From an optimization exercise on the open Yosys and OpenROAD flow, aimed at small area; shortcuts taken in it are not production practice.
Where RTL was checked, it was by simulation tests only, not by an equivalence proof against the original.
For run 1, only the layout was checked, not whether the RTL still works.
Power figures rest on the tool's default switching activity, not on a simulated workload.

==> flow/design.v, too long to show whole: its modules and the start of the top module <==
// module sa_fa: 11 lines
// module sa_ha: 10 lines
// module sa_nand2: 8 lines
// module sa_nor2: 8 lines
// module sa_and2: 8 lines
// module sa_or2: 8 lines
// module systolic_array_4x4: 4845 lines
module systolic_array_4x4
(
    input  logic       clk,
    input  logic       rst,
    input  logic       start_signal,
    input  logic       wen,
    input  logic [7:0] inp_north0,
    input  logic [7:0] inp_north1,
    input  logic [7:0] inp_north2,
    input  logic [7:0] inp_north3,
    input  logic [7:0] inp_west0,
    input  logic [7:0] inp_west1,
    input  logic [7:0] inp_west2,
    input  logic [7:0] inp_west3,
    output logic [4:0] count,
    output logic [7:0] activation_result12,
    output logic [7:0] activation_result13,
    output logic [7:0] activation_result14,
    output logic [7:0] activation_result15
);
  // ...
==> flow/run.sh <==
#!/bin/bash
# synth_recipe.tcl (not shown) runs the flow's synth.tcl, then flattens the netlist and writes it again
# the make line also repeats each setting of config.mk as NAME=value (left out here)
make -C /OpenROAD-flow-scripts/flow DESIGN_CONFIG=/design/flow/config.mk WORK_HOME=/design/flow/orfs CLKGATE_MAP_FILE= SYNTH_SCRIPT=/design/flow/synth_recipe.tcl finish
==> flow/config.mk <==
export PLATFORM = sky130hd
export DESIGN_NAME = systolic_array_4x4
export DESIGN_NICKNAME = systolic_array_4x4
export VERILOG_FILES = /design/flow/design.v
export SDC_FILE = /design/flow/constraint.sdc
export NUM_CORES = 4
export LEC_CHECK = 0
export CAP_MARGIN = 20
export CORE_MARGIN = 2
export CORE_UTILIZATION = 40
export CTS_BUF_LIST = sky130_fd_sc_hd__clkbuf_16
export CTS_CLUSTER_DIAMETER = 100
export CTS_CLUSTER_SIZE = 30
export GPL_TIMING_DRIVEN = 0
export SLEW_MARGIN = 20
export SYNTH_HIERARCHICAL = 1
export SYNTH_MINIMUM_KEEP_SIZE = 0
==> flow/constraint.sdc <==
create_clock -name core_clock -period 7.0 [get_ports {clk}]
set_input_delay 1.4000 -clock core_clock [delete_from_list [all_inputs] [get_ports {clk}]]
set_output_delay 1.4000 -clock core_clock [all_outputs]
set_load 0.01 [all_outputs]
==> reports/metrics.cfg, run 1 <==
[final_layout]
num_antenna_cells = 1
inv_count = 85
final_cells = 4377
largest_class = multi-input combinational cells
nMultiInputCombCells = 2412
final_cell_mix = 918 x fa_1, 527 x nand2_1, 479 x nor2_1
seq_cell_count = 477

[timing]
finalSetupViolations = 0
rsz0062_at_grt = no
slew_headroom = 0.346
timing.final.ws_setup_ns = 0.282
period_minus_slack_ns = 6.72
finClkSkew_ns = 0.0789

[placed_design]
hpwl_mm = 77.7
io_buffers = 100

[worst_setup_path]
path_depth = 16
required_ns = 7.51
cp-start-kind = flip-flop
cp.arrival_ns = 7.23

[pwr]
switchingPower_w = 0.00312
leakage_nw = 15.0
p_seq_w = 0.00329

[die]
start_util = 0.405

[clock_tree]
cts_buffers = 24
htreeDepth = 1
cts_hold_repair.buffers = 0

[grt]
antenna_found_initial = 1
grt_pass1_vias = 25600

[run]
drv_cap = 0

[status]
outcome = no timing/DRC/antenna violations

[worst_hold_path]
hp-class = reg2reg

[route]
vias_per_cell = 5.15
via_count = 22500
wl_met2_mm = 47.1

[synthesis]
synth_top_cell_by_area = fa_1
yosys_most_used_dff = dfxtp_1

==> run 2: changes to the inputs <==
--- a/flow/design.v
+++ b/flow/design.v
@@ -59,4 +59,12 @@
     assign y = a | b;
 endmodule
+module sa_xnor2
+(
+    input  logic a,
+    input  logic b,
+    output logic y
+);
+    assign y = ~(a ^ b);
+endmodule
 module systolic_array_4x4
 (
@@ -2885,9 +2893,9 @@
     sa_and2 gpp30_62 (.a(ac3_1[7]), .b(wl30[6]), .y(pp30[62]));
     sa_nand2 gpp30_63 (.a(ac3_1[7]), .b(wl30[7]), .y(pp30[63]));
-    assign t0_s1 = ~(pp00[0] ^ pp10[0]);
-    assign t0_c2 = pp00[0] | pp10[0];
+    sa_xnor2 t0_s1_u (.a(pp00[0]), .b(pp10[0]), .y(t0_s1));
+    sa_or2 t0_c2_u (.a(pp00[0]), .b(pp10[0]), .y(t0_c2));
     sa_ha t0_s3_u (.a(pp20[0]), .b(pp30[0]), .s(t0_s3), .co(t0_c4));
-    assign t0_s5 = ~(pp00[1] ^ pp00[8]);
-    assign t0_c6 = pp00[1] | pp00[8];
+    sa_xnor2 t0_s5_u (.a(pp00[1]), .b(pp00[8]), .y(t0_s5));
+    sa_or2 t0_c6_u (.a(pp00[1]), .b(pp00[8]), .y(t0_c6));
     sa_fa t0_s7_u (.a(pp10[1]), .b(pp10[8]), .ci(pp20[1]), .s(t0_s7), .co(t0_c8));
     sa_fa t0_s9_u (.a(pp20[8]), .b(pp30[1]), .ci(pp30[8]), .s(t0_s9), .co(t0_c10));
@@ -2902,6 +2910,6 @@
     sa_fa t0_s27_u (.a(t0_s21), .b(t0_c14), .ci(t0_c12), .s(t0_s27), .co(t0_c28));
     sa_ha t0_s29_u (.a(t0_s23), .b(t0_s25), .s(t0_s29), .co(t0_c30));
-    assign t0_s31 = ~(pp00[3] ^ pp00[10]);
-    assign t0_c32 = pp00[3] | pp00[10];
+    sa_xnor2 t0_s31_u (.a(pp00[3]), .b(pp00[10]), .y(t0_s31));
+    sa_or2 t0_c32_u (.a(pp00[3]), .b(pp00[10]), .y(t0_c32));
     sa_fa t0_s33_u (.a(pp00[17]), .b(pp00[24]), .ci(pp10[3]), .s(t0_s33), .co(t0_c34));
     sa_fa t0_s35_u (.a(pp10[10]), .b(pp10[17]), .ci(pp10[24]), .s(t0_s35), .co(t0_c36));
@@ -2915,6 +2923,6 @@
     sa_fa t0_s51_u (.a(t0_s45), .b(t0_c30), .ci(t0_c28), .s(t0_s51), .co(t0_c52));
     sa_ha t0_s53_u (.a(t0_s47), .b(t0_s49), .s(t0_s53), .co(t0_c54));
-    assign t0_s55 = ~(pp00[4] ^ pp00[11]);
-    assign t0_c56 = pp00[4] | pp00[11];
+    sa_xnor2 t0_s55_u (.a(pp00[4]), .b(pp00[11]), .y(t0_s55));
+    sa_or2 t0_c56_u (.a(pp00[4]), .b(pp00[11]), .y(t0_c56));
     sa_fa t0_s57_u (.a(pp00[18]), .b(pp00[25]), .ci(pp00[32]), .s(t0_s57), .co(t0_c58));
     sa_fa t0_s59_u (.a(pp10[4]), .b(pp10[11]), .ci(pp10[18]), .s(t0_s59), .co(t0_c60));
@@ -2932,6 +2940,6 @@
     sa_fa t0_s83_u (.a(t0_s77), .b(t0_s79), .ci(t0_c54), .s(t0_s83), .co(t0_c84));
     sa_ha t0_s85_u (.a(t0_c52), .b(t0_s81), .s(t0_s85), .co(t0_c86));
-    assign t0_s87 = ~(pp00[5] ^ pp00[12]);
-    assign t0_c88 = pp00[5] | pp00[12];
+    sa_xnor2 t0_s87_u (.a(pp00[5]), .b(pp00[12]), .y(t0_s87));
+    sa_or2 t0_c88_u (.a(pp00[5]), .b(pp00[12]), .y(t0_c88));
     sa_fa t0_s89_u (.a(pp00[19]), .b(pp00[26]), .ci(pp00[33]), .s(t0_s89), .co(t0_c90));
     sa_fa t0_s91_u (.a(pp00[40]), .b(pp10[5]), .ci(pp10[12]), .s(t0_s91), .co(t0_c92));
@@ -2953,6 +2961,6 @@
     sa_fa t0_s123_u (.a(t0_c82), .b(t0_s119), .ci(t0_c84), .s(t0_s123), .co(t0_c124));
     sa_ha t0_s125_u (.a(t0_c86), .b(t0_s121), .s(t0_s125), .co(t0_c126));
-    assign t0_s127 = ~(pp00[6] ^ pp00[13]);
-    assign t0_c128 = pp00[6] | pp00[13];
+    sa_xnor2 t0_s127_u (.a(pp00[6]), .b(pp00[13]), .y(t0_s127));
+    sa_or2 t0_c128_u (.a(pp00[6]), .b(pp00[13]), .y(t0_c128));
     sa_fa t0_s129_u (.a(pp00[20]), .b(pp00[27]), .ci(pp00[34]), .s(t0_s129), .co(t0_c130));
     sa_fa t0_s131_u (.a(pp00[41]), .b(pp00[48]), .ci(pp10[6]), .s(t0_s131), .co(t0_c132));
@@ -2978,6 +2986,6 @@
     sa_fa t0_s171_u (.a(t0_c122), .b(t0_s167), .ci(t0_c126), .s(t0_s171), .co(t0_c172));
     sa_ha t0_s173_u (.a(t0_s169), .b(t0_c124), .s(t0_s173), .co(t0_c174));
-    assign t0_s175 = ~(pp00[7] ^ pp00[14]);
-    assign t0_c176 = pp00[7] | pp00[14];
+    sa_xnor2 t0_s175_u (.a(pp00[7]), .b(pp00[14]), .y(t0_s175));
+    sa_or2 t0_c176_u (.a(pp00[7]), .b(pp00[14]), .y(t0_c176));
     sa_fa t0_s177_u (.a(pp00[21]), .b(pp00[28]), .ci(pp00[35]), .s(t0_s177), .co(t0_c178));
     sa_fa t0_s179_u (.a(pp00[42]), .b(pp00[49]), .ci(pp00[56]), .s(t0_s179), .co(t0_c180));
@@ -3007,6 +3015,6 @@
     sa_fa t0_s227_u (.a(t0_c170), .b(t0_s223), .ci(t0_s225), .s(t0_s227), .co(t0_c228));
     sa_ha t0_s229_u (.a(t0_c174), .b(t0_c172), .s(t0_s229), .co(t0_c230));
-    assign t0_s231 = ~(pp00[15] ^ pp00[22]);
-    assign t0_c232 = pp00[15] | pp00[22];
+    sa_xnor2 t0_s231_u (.a(pp00[15]), .b(pp00[22]), .y(t0_s231));
+    sa_or2 t0_c232_u (.a(pp00[15]), .b(pp00[22]), .y(t0_c232));
     sa_fa t0_s233_u (.a(pp00[29]), .b(pp00[36]), .ci(pp00[43]), .s(t0_s233), .co(t0_c234));
     sa_fa t0_s235_u (.a(pp00[50]), .b(pp00[57]), .ci(pp10[15]), .s(t0_s235), .co(t0_c236));
@@ -3036,6 +3044,6 @@
     sa_fa t0_s283_u (.a(t0_c226), .b(t0_s279), .ci(t0_s281), .s(t0_s283), .co(t0_c284));
     sa_ha t0_s285_u (.a(t0_c228), .b(t0_c230), .s(t0_s285), .co(t0_c286));
-    assign t0_s287 = ~(pp00[23] ^ pp00[30]);
-    assign t0_c288 = pp00[23] | pp00[30];
+    sa_xnor2 t0_s287_u (.a(pp00[23]), .b(pp00[30]), .y(t0_s287));
+    sa_or2 t0_c288_u (.a(pp00[23]), .b(pp00[30]), .y(t0_c288));
     sa_fa t0_s289_u (.a(pp00[37]), .b(pp00[44]), .ci(pp00[51]), .s(t0_s289), .co(t0_c290));
     sa_fa t0_s291_u (.a(pp00[58]), .b(pp10[23]), .ci(pp10[30]), .s(t0_s291), .co(t0_c292));
@@ -3617,6 +3625,6 @@
     sa_fa t1_s315_u (.a(t1_c264), .b(t1_s311), .ci(t1_s313), .s(t1_s315), .co(t1_c316));
     sa_fa t1_s317_u (.a(t1_c266), .b(t1_c268), .ci(t1_s315), .s(t1_s317), .co(t1_c318));
-    assign t1_s319 = ~(pp01[31] ^ pp01[38]);
-    assign t1_c320 = pp01[31] | pp01[38];
+    sa_xnor2 t1_s319_u (.a(pp01[31]), .b(pp01[38]), .y(t1_s319));
+    sa_or2 t1_c320_u (.a(pp01[31]), .b(pp01[38]), .y(t1_c320));
     sa_fa t1_s321_u (.a(pp01[45]), .b(pp01[52]), .ci(pp01[59]), .s(t1_s321), .co(t1_c322));
     sa_fa t1_s323_u (.a(pp11[31]), .b(pp11[38]), .ci(pp11[45]), .s(t1_s323), .co(t1_c324));
@@ -4012,9 +4020,9 @@
     sa_and2 gpp32_62 (.a(ac3_3[7]), .b(wl32[6]), .y(pp32[62]));
     sa_nand2 gpp32_63 (.a(ac3_3[7]), .b(wl32[7]), .y(pp32[63]));
-    assign t2_s1 = ~(pp02[0] ^ pp12[0]);
-    assign t2_c2 = pp02[0] | pp12[0];
+    sa_xnor2 t2_s1_u (.a(pp02[0]), .b(pp12[0]), .y(t2_s1));
+    sa_or2 t2_c2_u (.a(pp02[0]), .b(pp12[0]), .y(t2_c2));
     sa_ha t2_s3_u (.a(pp22[0]), .b(pp32[0]), .s(t2_s3), .co(t2_c4));
-    assign t2_s5 = ~(pp02[1] ^ pp02[8]);
-    assign t2_c6 = pp02[1] | pp02[8];
+    sa_xnor2 t2_s5_u (.a(pp02[1]), .b(pp02[8]), .y(t2_s5));
+    sa_or2 t2_c6_u (.a(pp02[1]), .b(pp02[8]), .y(t2_c6));
     sa_fa t2_s7_u (.a(pp12[1]), .b(pp12[8]), .ci(pp22[1]), .s(t2_s7), .co(t2_c8));
     sa_fa t2_s9_u (.a(pp22[8]), .b(pp32[1]), .ci(pp32[8]), .s(t2_s9), .co(t2_c10));
@@ -4029,6 +4037,6 @@
     sa_fa t2_s27_u (.a(t2_s21), .b(t2_c14), .ci(t2_c12), .s(t2_s27), .co(t2_c28));
     sa_ha t2_s29_u (.a(t2_s23), .b(t2_s25), .s(t2_s29), .co(t2_c30));
-    assign t2_s31 = ~(pp02[3] ^ pp02[10]);
-    assign t2_c32 = pp02[3] | pp02[10];
+    sa_xnor2 t2_s31_u (.a(pp02[3]), .b(pp02[10]), .y(t2_s31));
+    sa_or2 t2_c32_u (.a(pp02[3]), .b(pp02[10]), .y(t2_c32));
     sa_fa t2_s33_u (.a(pp02[17]), .b(pp02[24]), .ci(pp12[3]), .s(t2_s33), .co(t2_c34));
     sa_fa t2_s35_u (.a(pp12[10]), .b(pp12[17]), .ci(pp12[24]), .s(t2_s35), .co(t2_c36));
@@ -4042,6 +4050,6 @@
     sa_fa t2_s51_u (.a(t2_s45), .b(t2_c30), .ci(t2_c28), .s(t2_s51), .co(t2_c52));
     sa_ha t2_s53_u (.a(t2_s47), .b(t2_s49), .s(t2_s53), .co(t2_c54));
-    assign t2_s55 = ~(pp02[4] ^ pp02[11]);
-    assign t2_c56 = pp02[4] | pp02[11];
+    sa_xnor2 t2_s55_u (.a(pp02[4]), .b(pp02[11]), .y(t2_s55));
+    sa_or2 t2_c56_u (.a(pp02[4]), .b(pp02[11]), .y(t2_c56));
     sa_fa t2_s57_u (.a(pp02[18]), .b(pp02[25]), .ci(pp02[32]), .s(t2_s57), .co(t2_c58));
     sa_fa t2_s59_u (.a(pp12[4]), .b(pp12[11]), .ci(pp12[18]), .s(t2_s59), .co(t2_c60));
@@ -4059,6 +4067,6 @@
     sa_fa t2_s83_u (.a(t2_s77), .b(t2_s79), .ci(t2_c54), .s(t2_s83), .co(t2_c84));
     sa_ha t2_s85_u (.a(t2_c52), .b(t2_s81), .s(t2_s85), .co(t2_c86));
-    assign t2_s87 = ~(pp02[5] ^ pp02[12]);
-    assign t2_c88 = pp02[5] | pp02[12];
+    sa_xnor2 t2_s87_u (.a(pp02[5]), .b(pp02[12]), .y(t2_s87));
+    sa_or2 t2_c88_u (.a(pp02[5]), .b(pp02[12]), .y(t2_c88));
     sa_fa t2_s89_u (.a(pp02[19]), .b(pp02[26]), .ci(pp02[33]), .s(t2_s89), .co(t2_c90));
     sa_fa t2_s91_u (.a(pp02[40]), .b(pp12[5]), .ci(pp12[12]), .s(t2_s91), .co(t2_c92));
@@ -4080,6 +4088,6 @@
     sa_fa t2_s123_u (.a(t2_c82), .b(t2_s119), .ci(t2_c84), .s(t2_s123), .co(t2_c124));
     sa_ha t2_s125_u (.a(t2_c86), .b(t2_s121), .s(t2_s125), .co(t2_c126));
-    assign t2_s127 = ~(pp02[6] ^ pp02[13]);
-    assign t2_c128 = pp02[6] | pp02[13];
+    sa_xnor2 t2_s127_u (.a(pp02[6]), .b(pp02[13]), .y(t2_s127));
+    sa_or2 t2_c128_u (.a(pp02[6]), .b(pp02[13]), .y(t2_c128));
     sa_fa t2_s129_u (.a(pp02[20]), .b(pp02[27]), .ci(pp02[34]), .s(t2_s129), .co(t2_c130));
     sa_fa t2_s131_u (.a(pp02[41]), .b(pp02[48]), .ci(pp12[6]), .s(t2_s131), .co(t2_c132));
@@ -4105,6 +4113,6 @@
     sa_fa t2_s171_u (.a(t2_c122), .b(t2_s167), .ci(t2_c126), .s(t2_s171), .co(t2_c172));
     sa_ha t2_s173_u (.a(t2_s169), .b(t2_c124), .s(t2_s173), .co(t2_c174));
-    assign t2_s175 = ~(pp02[7] ^ pp02[14]);
-    assign t2_c176 = pp02[7] | pp02[14];
+    sa_xnor2 t2_s175_u (.a(pp02[7]), .b(pp02[14]), .y(t2_s175));
+    sa_or2 t2_c176_u (.a(pp02[7]), .b(pp02[14]), .y(t2_c176));
     sa_fa t2_s177_u (.a(pp02[21]), .b(pp02[28]), .ci(pp02[35]), .s(t2_s177), .co(t2_c178));
     sa_fa t2_s179_u (.a(pp02[42]), .b(pp02[49]), .ci(pp02[56]), .s(t2_s179), .co(t2_c180));
@@ -4134,6 +4142,6 @@
     sa_fa t2_s227_u (.a(t2_c170), .b(t2_s223), .ci(t2_s225), .s(t2_s227), .co(t2_c228));
     sa_ha t2_s229_u (.a(t2_c174), .b(t2_c172), .s(t2_s229), .co(t2_c230));
-    assign t2_s231 = ~(pp02[15] ^ pp02[22]);
-    assign t2_c232 = pp02[15] | pp02[22];
+    sa_xnor2 t2_s231_u (.a(pp02[15]), .b(pp02[22]), .y(t2_s231));
+    sa_or2 t2_c232_u (.a(pp02[15]), .b(pp02[22]), .y(t2_c232));
     sa_fa t2_s233_u (.a(pp02[29]), .b(pp02[36]), .ci(pp02[43]), .s(t2_s233), .co(t2_c234));
     sa_fa t2_s235_u (.a(pp02[50]), .b(pp02[57]), .ci(pp12[15]), .s(t2_s235), .co(t2_c236));
@@ -4163,6 +4171,6 @@
     sa_fa t2_s283_u (.a(t2_c226), .b(t2_s279), .ci(t2_s281), .s(t2_s283), .co(t2_c284));
     sa_ha t2_s285_u (.a(t2_c228), .b(t2_c230), .s(t2_s285), .co(t2_c286));
-    assign t2_s287 = ~(pp02[23] ^ pp02[30]);
-    assign t2_c288 = pp02[23] | pp02[30];
+    sa_xnor2 t2_s287_u (.a(pp02[23]), .b(pp02[30]), .y(t2_s287));
+    sa_or2 t2_c288_u (.a(pp02[23]), .b(pp02[30]), .y(t2_c288));
     sa_fa t2_s289_u (.a(pp02[37]), .b(pp02[44]), .ci(pp02[51]), .s(t2_s289), .co(t2_c290));
     sa_fa t2_s291_u (.a(pp02[58]), .b(pp12[23]), .ci(pp12[30]), .s(t2_s291), .co(t2_c292));
@@ -4744,6 +4752,6 @@
     sa_fa t3_s315_u (.a(t3_c264), .b(t3_s311), .ci(t3_s313), .s(t3_s315), .co(t3_c316));
     sa_fa t3_s317_u (.a(t3_c266), .b(t3_c268), .ci(t3_s315), .s(t3_s317), .co(t3_c318));
-    assign t3_s319 = ~(pp03[31] ^ pp03[38]);
-    assign t3_c320 = pp03[31] | pp03[38];
+    sa_xnor2 t3_s319_u (.a(pp03[31]), .b(pp03[38]), .y(t3_s319));
+    sa_or2 t3_c320_u (.a(pp03[31]), .b(pp03[38]), .y(t3_c320));
     sa_fa t3_s321_u (.a(pp03[45]), .b(pp03[52]), .ci(pp03[59]), .s(t3_s321), .co(t3_c322));
     sa_fa t3_s323_u (.a(pp13[31]), .b(pp13[38]), .ci(pp13[45]), .s(t3_s323), .co(t3_c324));
==> flow/flow/run.sh (new file) <==
#!/bin/bash
set -euo pipefail
bash standard.sh \
  'BUFFER_PORTS_ARGS=-buffer_cell sky130_fd_sc_hd__buf_1' \
  'CTS_ARGS=-sink_clustering_enable -repair_clock_nets -buf_list sky130_fd_sc_hd__clkbuf_16 -sink_clustering_size 30 -sink_clustering_max_diameter 100 -dont_use_dummy_load' \
  finish > standard.log 2>&1
==> flow/standard.sh (new file) <==
#!/bin/bash
# synth_recipe.tcl (not shown) runs the flow's synth.tcl, then flattens the netlist and writes it again
# the make line also repeats each setting of config.mk as NAME=value (left out here)
make -C /OpenROAD-flow-scripts/flow DESIGN_CONFIG=/design/flow/config.mk WORK_HOME=/design/flow/orfs CLKGATE_MAP_FILE= SYNTH_SCRIPT=/design/flow/synth_recipe.tcl "${@:-finish}"
removed: flow/run.sh
==> run 2 against run 1 <==
  * Flip-flop and latch count stayed put
  * Largest power group unchanged
  * Worst setup slack better by 0.014 ns
  * Critical endpoint is now res2[6]$_SDFF_PP0_
  * Synthesized area is 0.49% lower
  * Critical path type unchanged
  * First-iteration DRC count is 5.1% higher
  * Critical path depth stayed put
  * Sequential power hardly changed
  * Die area is 0.49% lower
  * Combinational power hardly changed
  * Sequential share of layout area is 0.72 points higher
  * Global-route usage is 0.25 points higher
  * Largest cell class unchanged
  * Synthesized cell count is 1.7% lower
==> reports/metrics.cfg, run 2 <==
[status]
outcome = no timing/DRC/antenna violations

[route]
via_count = 22400  ; -0.70%
remaining_drc_errors = 0
postRouteAntennaNets = 0
drtPass1Iterations = 5
wl_per_cell_um = 23.1
routed_wl_mm = 98.3
drtIter0Drc = 1768
vias_per_cell = 5.26  ; +2.2%

[worst_hold_path]
hold_path_depth = 0
hp-start = e2d1[2]$_DFF_P_
hp-class = reg2reg
min_to = e3d1[2]$_DFF_P_

[synthesis]
synth-adder-area-share = 0.524
synth_xor_area_frac = 0.0102
avgSynthCellArea_um2 = 12.6
ys_warn_count = 7
ys_types = 46
synth_enable_flop_cells = 128
yosys.area_share.simple = 0.153
synth_most_common_cell = fa_1
synth_compound_area_frac = 0.0179
synth_top_area_share = 0.496
synth_cells = 2930
yosys-top-cells-count = 918 x fa_1, 527 x nand2_1, 480 x nor2_1, 349 x dfxtp_1, 132 x or2_1
yosysSeqAreaShare = 0.292
synth_area_um2 = 37000
synth_area_leaders = fa_1 50%, dfxtp_1 19%, edfxtp_1 10%
yosys_most_used_dff = dfxtp_1
synth.ff_latch_count = 477
synthMuxAreaShare = 0.000541
ys_async_sr_fraction = 0
synth_top_family_by_area = adder cells
synth_top_cell_by_area = fa_1

[worst_setup_path]
required_ns = 7.39  ; -0.12 ns
timing.rr.start = ac3_3[3]$_DFF_P_
rr_worst_depth = 16
cp.arrival_ns = 7.09  ; -0.14 ns
cpPeakStageDelay_ns = 0.78
cp_top_family = adder cells
r2r-end = res2[6]$_SDFF_PP0_
reg2reg_slack_ns = 0.30
end_kind = flip-flop
cp_num_buf_inv = 0
crit_chain = nand2_1, fa_1, fa_1, fa_1, fa_1, fa_1, fa_1, fa_1, fa_1, ha_1, a21o_1, a221o_1, a211oi_1, nand3_1, a211oi_4, a21oi_1
critPathSlowestCell = dfxtp_1
crit_type = reg2reg
crit_top_cell = fa_1
cp_max_fo = 9
cp-start-kind = flip-flop

[die]
die_h_um = 308
start_util = 0.404  ; -0.000780
dieArea_um2 = 95000
io_pins = 105
num_rows = 111
die_w_um = 308
core-area_um2 = 91700

[final_layout]
final_common_cell = fa_1
drive_above_1_share = 0.0193
syn2layout_area_growth_pct = 7.21
layout.nets = 4133
seqCellArea_um2 = 10800
multiInputGateArea_um2 = 26200
final_cell_mix = 918 x fa_1, 527 x nand2_1, 480 x nor2_1
post-route-util = 0.433
fillCellCount = 8581
design_area_um2 = 39700
final_cells = 4251  ; -2.9%

[pwr]
report.power.total_w = 0.00820
irDropWorstVdd_v = 0.000455
leakage_nw = 14.0  ; -6.1%
powerDensity_nw_per_um2 = 207

[clock_tree]
cts_buffers = 25  ; +4.2%
clock_sinks = 477
cts_hold_repair.buffers = 0  ; unchanged
cts_root_buffer = clkbuf_16
cts_tree = yes
clockBufferDepth = 3
insertion_delay_ns = 0.60
htreeDepth = 1  ; unchanged
clk_pin_slew_ns = 0.10

[grt]
grt_max_degree = 68
gr-usage-all-layers = 0.216
grt_pass1_vias = 25300  ; -1.4%
grt_pass1_wl_mm = 153
antenna_found_initial = 0  ; -1
grt_overflow = 0

[timing]
fin_crit_sh = 0.958
slew_headroom = 0.332  ; -0.0143
finClkSkew_ns = 0.0803  ; +0.00145 ns
period_minus_slack_ns = 6.70  ; -0.0142 ns
rsz0062_at_grt = no
hold_viol = 0
fmax_mhz = 149
finalMaxSlewViolations = 0
tightest_slew_ns = 1.00
finalSetupViolations = 0  ; unchanged

[run]
drv_cap = 0  ; unchanged

[placed_design]
place_inst = 4225
post_dp_cell_area_um2 = 39000
hpwl_mm = 78.3  ; +0.76%
routabilityCongestion = 0.920
io_buffers = 100  ; unchanged

==> run 2: changes by cell type after synthesis, sizes merged, moves of 7 or more <==
cell,previous run,this run
xnor2,7,28
or2,112,132
a31oi,18,11
inv,85,7
ha,101,81
a21oi,14,21
==> run 2: how the worst max path moves through the flow <==
stage / from / endpoint / slack, ns / cells after the start
floorplan: wl01[7]$_DFFE_PP_ / res1[0]$_SDFF_PP0_ / 1.01 / 16
global placement: rst / ac2_1[3]$_DFF_P_ / -1.00 / 5
detailed placement: ac3_3[2]$_DFF_P_ / res2[0]$_SDFF_PP0_ / 0.19 / 16
CTS: ac3_3[2]$_DFF_P_ / res2[6]$_SDFF_PP0_ / 0.12 / 16
global route: ac3_3[3]$_DFF_P_ / res2[6]$_SDFF_PP0_ / 0.01 / 16
finish: ac3_3[3]$_DFF_P_ / res2[6]$_SDFF_PP0_ / 0.30 / 16
==> run 2: cells by family after synthesis <==
logic type      Yosys count
flops                   477
simple gates           1306
other cells               1
fa+ha+maj               999
mux                       2
compound gates           85
xor+xnor                 43
buf+inv                  17
==> run 2: Yosys stat by module, one instance, submodules excluded, excerpt <==
module | times used | cells | flip-flops and latches
systolic_array_4x4 | 1 | 716 | 477
sa_ha | 72 | 1 | 0
sa_xnor2 | 20 | 1 | 0
sa_or2 | 132 | 1 | 0
sa_and2 | 112 | 1 | 0
sa_nor2 | 464 | 1 | 0
sa_nand2 | 496 | 1 | 0
==> run 2: per-stage QoR <==
| stage | worst slack [ns] | hold slack (ns) | setup TNS (ns) |
|---|---|---|---|
| floorplan | 1.01 | 0.310 | 0 |
| detailed placement | 0.189 | 0.312 | 0 |
| global route | 0.0136 | 0.293 | 0 |
| CTS | 0.125 | 0.293 | 0 |
| global placement | -1.00 | 0.310 | -89.11 |
| finish | 0.296 | 0.294 | 0 |
==> run 2: layout make-up <==
cell class,instances,area share
Clock buffer,25,0.0158
Tap cell,1186,0.0374
Sequential cell,477,0.273
Multi-Input combinational cell,2439,0.659
Antenna cell,1,0.0000630
Inverter,7,0.000662
Timing Repair Buffer,106,0.0127
Buffer,10,0.00145
==> run 2: per-layer routing <==
metal / vias up / track usage / share of wire
met4: 0 / 0.0602 / 0.032
met2: 883 / 0.359 / 0.49
met3: 163 / 0.0366 / 0.069
li1: 9447 / - / -
met1: 11900 / 0.295 / 0.41
met5: - / 0 / 0
==> run 2: where the power goes <==
part / switching, W / leakage (nW) / internal (W)
sequential: 0.000272 / 4.12 / 0.00303
clock: 0.000826 / 0.308 / 0.000634
combinational: 0.00197 / 9.62 / 0.00147
total: 0.00306 / 14.0 / 0.00513
==> run 2: repair_timing <==
item	in CTS	in global routing
setup buffers	0	0
resized for setup	0	8
setup endpoints to repair	0	14
==> run 3: changes to the inputs <==
==> flow/run.sh (new file) <==
#!/bin/bash
# synth_recipe.tcl (not shown) runs the flow's synth.tcl, then flattens the netlist and writes it again
# the make line also repeats each setting of config.mk as NAME=value (left out here)
make -C /OpenROAD-flow-scripts/flow DESIGN_CONFIG=/design/flow/config.mk WORK_HOME=/design/flow/orfs CLKGATE_MAP_FILE= SYNTH_SCRIPT=/design/flow/synth_recipe.tcl finish
removed: flow/flow/run.sh
removed: flow/standard.sh
==> run 3 against run 2 <==
  * Wire length barely moved
  * Cell count rose by 0.42%
  * Non-clock buffer count did not move
  * Clock skew fell by 0.025 ns
  * Combinational power rose by 2%
  * Via count rose by 1.5%
  * Count of clock-buffer cells in the layout rose by 2
  * Worst hold slack improved by 0.038 ns
  * Synthesized cell count did not move
  * Flip-flop and latch count did not move
  * Worst setup slack got worse by 0.096 ns
  * Critical path type unchanged
  * Highest routed layer is now met5
==> reports/metrics.cfg, run 3 <==
[status]
outcome = no timing/DRC/antenna violations

[worst_hold_path]
hold_path_depth = 0  ; unchanged
hp-start = e1t[2]$_DFF_P_
min_to = e2t[2]$_DFF_P_
hp-class = reg2reg

[synthesis]
yosys-top-cells-count = 918 x fa_1, 527 x nand2_1, 480 x nor2_1, 349 x dfxtp_1, 132 x or2_1
synth_enable_flop_cells = 128  ; unchanged
synth_most_common_cell = fa_1
ys_warn_count = 7  ; unchanged
yosys_most_used_dff = dfxtp_1
synth_top_area_share = 0.496  ; unchanged
synth_cells = 2930  ; unchanged
synth_top_cell_by_area = fa_1
yosysSeqAreaShare = 0.292  ; unchanged
ys_types = 46  ; unchanged
synth_area_um2 = 37000  ; unchanged
ys_async_sr_fraction = 0  ; unchanged
avgSynthCellArea_um2 = 12.6  ; unchanged
synth.ff_latch_count = 477  ; unchanged
synth_area_leaders = fa_1 50%, dfxtp_1 19%, edfxtp_1 10%

[final_layout]
drive_above_1_share = 0.0224  ; +0.00312
layout.nets = 4132  ; -0.024%
syn2layout_area_growth_pct = 9.55
multiInputGateArea_um2 = 26200  ; about the same
seqCellArea_um2 = 10800  ; about the same
final_common_cell = fa_1
final_cell_mix = 918 x fa_1, 527 x nand2_1, 480 x nor2_1
num_antenna_cells = 0  ; -1
fillCellCount = 8429  ; -1.8%

[timing]
whs_ns = 0.332  ; +0.0378 ns
slew_headroom = 0.270  ; -0.0624
finClkSkew_ns = 0.0554  ; -0.0249 ns
finalMaxSlewViolations = 0  ; unchanged
fmax_mhz = 147  ; -1.4%
timing.final.ws_setup_ns = 0.200  ; -0.0961 ns
rsz0062_at_grt = no
fin_crit_sh = 0.971  ; +0.0137
tns_ns = 0  ; unchanged
hold_viol = 0  ; unchanged
period_minus_slack_ns = 6.80  ; +0.0961 ns
tightest_slew_ns = 1.10  ; +0.0936 ns
finalSetupViolations = 0  ; unchanged

[pwr]
powerDensity_nw_per_um2 = 210  ; +1.8%
irDropWorstVdd_v = 0.000433  ; -4.9%
leakage_nw = 14.4  ; +2.8%

[clock_tree]
cts_buffers = 24  ; -4.0%
cts_tree = yes
clock_sinks = 477  ; unchanged
clk_pin_slew_ns = 0.11  ; about the same
insertion_delay_ns = 0.61  ; about the same
htreeDepth = 1  ; unchanged
cts_root_buffer = clkbuf_16
clockBufferDepth = 3  ; unchanged

[worst_setup_path]
cp-start-kind = flip-flop
cp_num_buf_inv = 0  ; unchanged
r2r-end = res1[6]$_SDFF_PP0_
rr_worst_depth = 16  ; unchanged
required_ns = 7.47  ; +0.08 ns
cp_top_family = adder cells
crit_chain = or2_1, fa_1, fa_1, fa_1, fa_1, fa_1, fa_1, fa_1, fa_1, ha_1, a211oi_2, nor3_2, xor2_1, nor4_2, o2111ai_4, o31a_1
end_kind = flip-flop
cp.arrival_ns = 7.27  ; +0.18 ns
reg2reg_slack_ns = 0.20  ; -0.10 ns
crit_top_cell = fa_1
crit_type = reg2reg
timing.rr.start = wl01[7]$_DFFE_PP_
cp_max_fo = 7  ; -2
critPathSlowestCell = fa_1
cpPeakStageDelay_ns = 0.63  ; -0.15 ns

[route]
drtPass1Iterations = 6  ; +1
vias_per_cell = 5.32  ; +1.0%
postRouteAntennaNets = 0  ; unchanged
via_count = 22700  ; +1.5%
wl_per_cell_um = 23.0  ; -0.40%
drtIter0Drc = 1815  ; +2.7%
remaining_drc_errors = 0  ; unchanged
routed_wl_mm = 98.3  ; about the same

[die]
core-area_um2 = 91700  ; unchanged
start_util = 0.404  ; unchanged
dieArea_um2 = 95000  ; unchanged
num_rows = 111  ; unchanged
die_h_um = 308  ; unchanged
die_w_um = 308  ; unchanged
io_pins = 105  ; unchanged

[placed_design]
hpwl_mm = 77.8  ; -0.53%
io_buffers = 100  ; unchanged
dp_slack_ns = 0.196  ; +0.00705 ns
routabilityCongestion = 0.933  ; +1.3%

[grt]
gr-usage-all-layers = 0.214  ; -0.00215
antenna_found_initial = 1  ; +1
grt_pass1_wl_mm = 152  ; -1.1%
grt_overflow = 0  ; unchanged
grt_pass1_vias = 25100  ; -0.82%
grt_max_degree = 70  ; +2.9%

[run]
drv_cap = 0  ; unchanged

## run 3: through the flow
step | cells | area, um^2 | util | total power [W]
2_1_floorplan | 2933 | 37000 | - | 0.00577
3_3_place_gp | 4219 | 39500 | 0.431 | 0.00678
3_5_place_dp | 4223 | 39600 | 0.432 | 0.00682
4_1_cts | 4267 | 40500 | 0.442 | 0.00854
5_1_grt | 4269 | 40600 | 0.443 | 0.00916
6_report | 4269 | 40600 | 0.443 | 0.00853
## run 3: modules after synthesis (local to each module, per instance)
module / cell area (um^2) / flops+latches
sa_and2: 6.26 / 0
sa_fa: 20.0 / 0
sa_ha: 12.5 / 0
sa_nand2: 3.75 / 0
sa_nor2: 3.75 / 0
sa_or2: 6.26 / 0
sa_xnor2: 8.76 / 0
systolic_array_4x4: 12400 / 477
## run 3: repair_timing
action                     CTS  global route
hold buffers                 0             0
buffers inserted             0             2
gates resized for setup      0            10
setup endpoints to repair    0            14
## run 3: layout make-up
cell class | count | share of cell area
multi-input combinational | 2439 | 0.645
tap | 1186 | 0.0366
sequential | 477 | 0.267
buffer | 10 | 0.00139
clock inverter | 17 | 0.00506
timing repair buffer | 106 | 0.0273
inverter | 7 | 0.000648
clock buffer | 27 | 0.0167
## run 3: report_power, final
| part | switching, W | leakage, nW | internal [W] |
|---|---|---|---|
| Combinational | 0.00193 | 9.87 | 0.00158 |
| Clock | 0.000960 | 0.451 | 0.000748 |
| Sequential | 0.000279 | 4.12 | 0.00303 |
| Total | 0.00317 | 14.4 | 0.00536 |
## run 3: worst max-delay path by stage
stage | from | to | slack, ns | depth (start not counted)
2_1_floorplan | wl01[7]$_DFFE_PP_ | res1[0]$_SDFF_PP0_ | 1.01 | 16
3_3_place_gp | rst | e1d1[6]$_DFF_P_ | -1.81 | 5
3_5_place_dp | wl01[7]$_DFFE_PP_ | res1[2]$_SDFF_PP0_ | 0.20 | 16
4_1_cts | wl01[7]$_DFFE_PP_ | res1[2]$_SDFF_PP0_ | 0.12 | 16
5_1_grt | wl01[7]$_DFFE_PP_ | res1[6]$_SDFF_PP0_ | 0.004 | 16
6_report | wl01[7]$_DFFE_PP_ | res1[6]$_SDFF_PP0_ | 0.20 | 16
## run 3: metal layers
layer / GRT usage / share of wire / vias to the layer above
li1: - / - / 9450
met2: 0.357 / 0.49 / 996
met1: 0.291 / 0.41 / 12100
met5: 0 / 0.00013 / -
met3: 0.0339 / 0.069 / 183
met4: 0.0599 / 0.031 / 2
## run 3: logic make-up after synthesis
| logic type | after synthesis | share of synthesized area |
|---|---|---|
| simple gates | 1306 | 0.153 |
| fa+ha+maj | 999 | 0.524 |
| flops | 477 | 0.292 |
| compound gates | 85 | 0.0179 |
| xor+xnor | 43 | 0.0102 |
| buf+inv | 17 | 0.00213 |
| mux | 2 | 0.000541 |
| other cells | 1 | 0.000101 |

-- afterwards: timing with drivers on the ports --
Ports are ideal in the flow. The routed layouts listed here were re-timed in OpenROAD.
Step 1, drivers: a clkbuf_16 drives clk and a buf_2 each remaining input, both assumed.
Step 2 also shifts input and output timing later by t, the mid clock arrival at the registers, as if the neighbouring blocks saw the same clock.
Slacks: ideal ports / drivers / drivers and shift; pairs: ideal ports / drivers.
run | shift t [ns] | setup slack, ns | worst hold slack (ns) | pins driven straight from the clock port
run 1 | 0.653 | 0.282 / 0.282 / 0.282 | 0.334 / 0.334 / 0.334 | 1
run 2 | 0.625 | 0.296 / 0.296 / 0.296 | 0.294 / 0.294 / 0.294 | 1
run 3 | 0.647 | 0.200 / 0.200 / 0.200 | 0.332 / 0.332 / 0.332 | 1
After both steps every run listed still meets setup and hold.
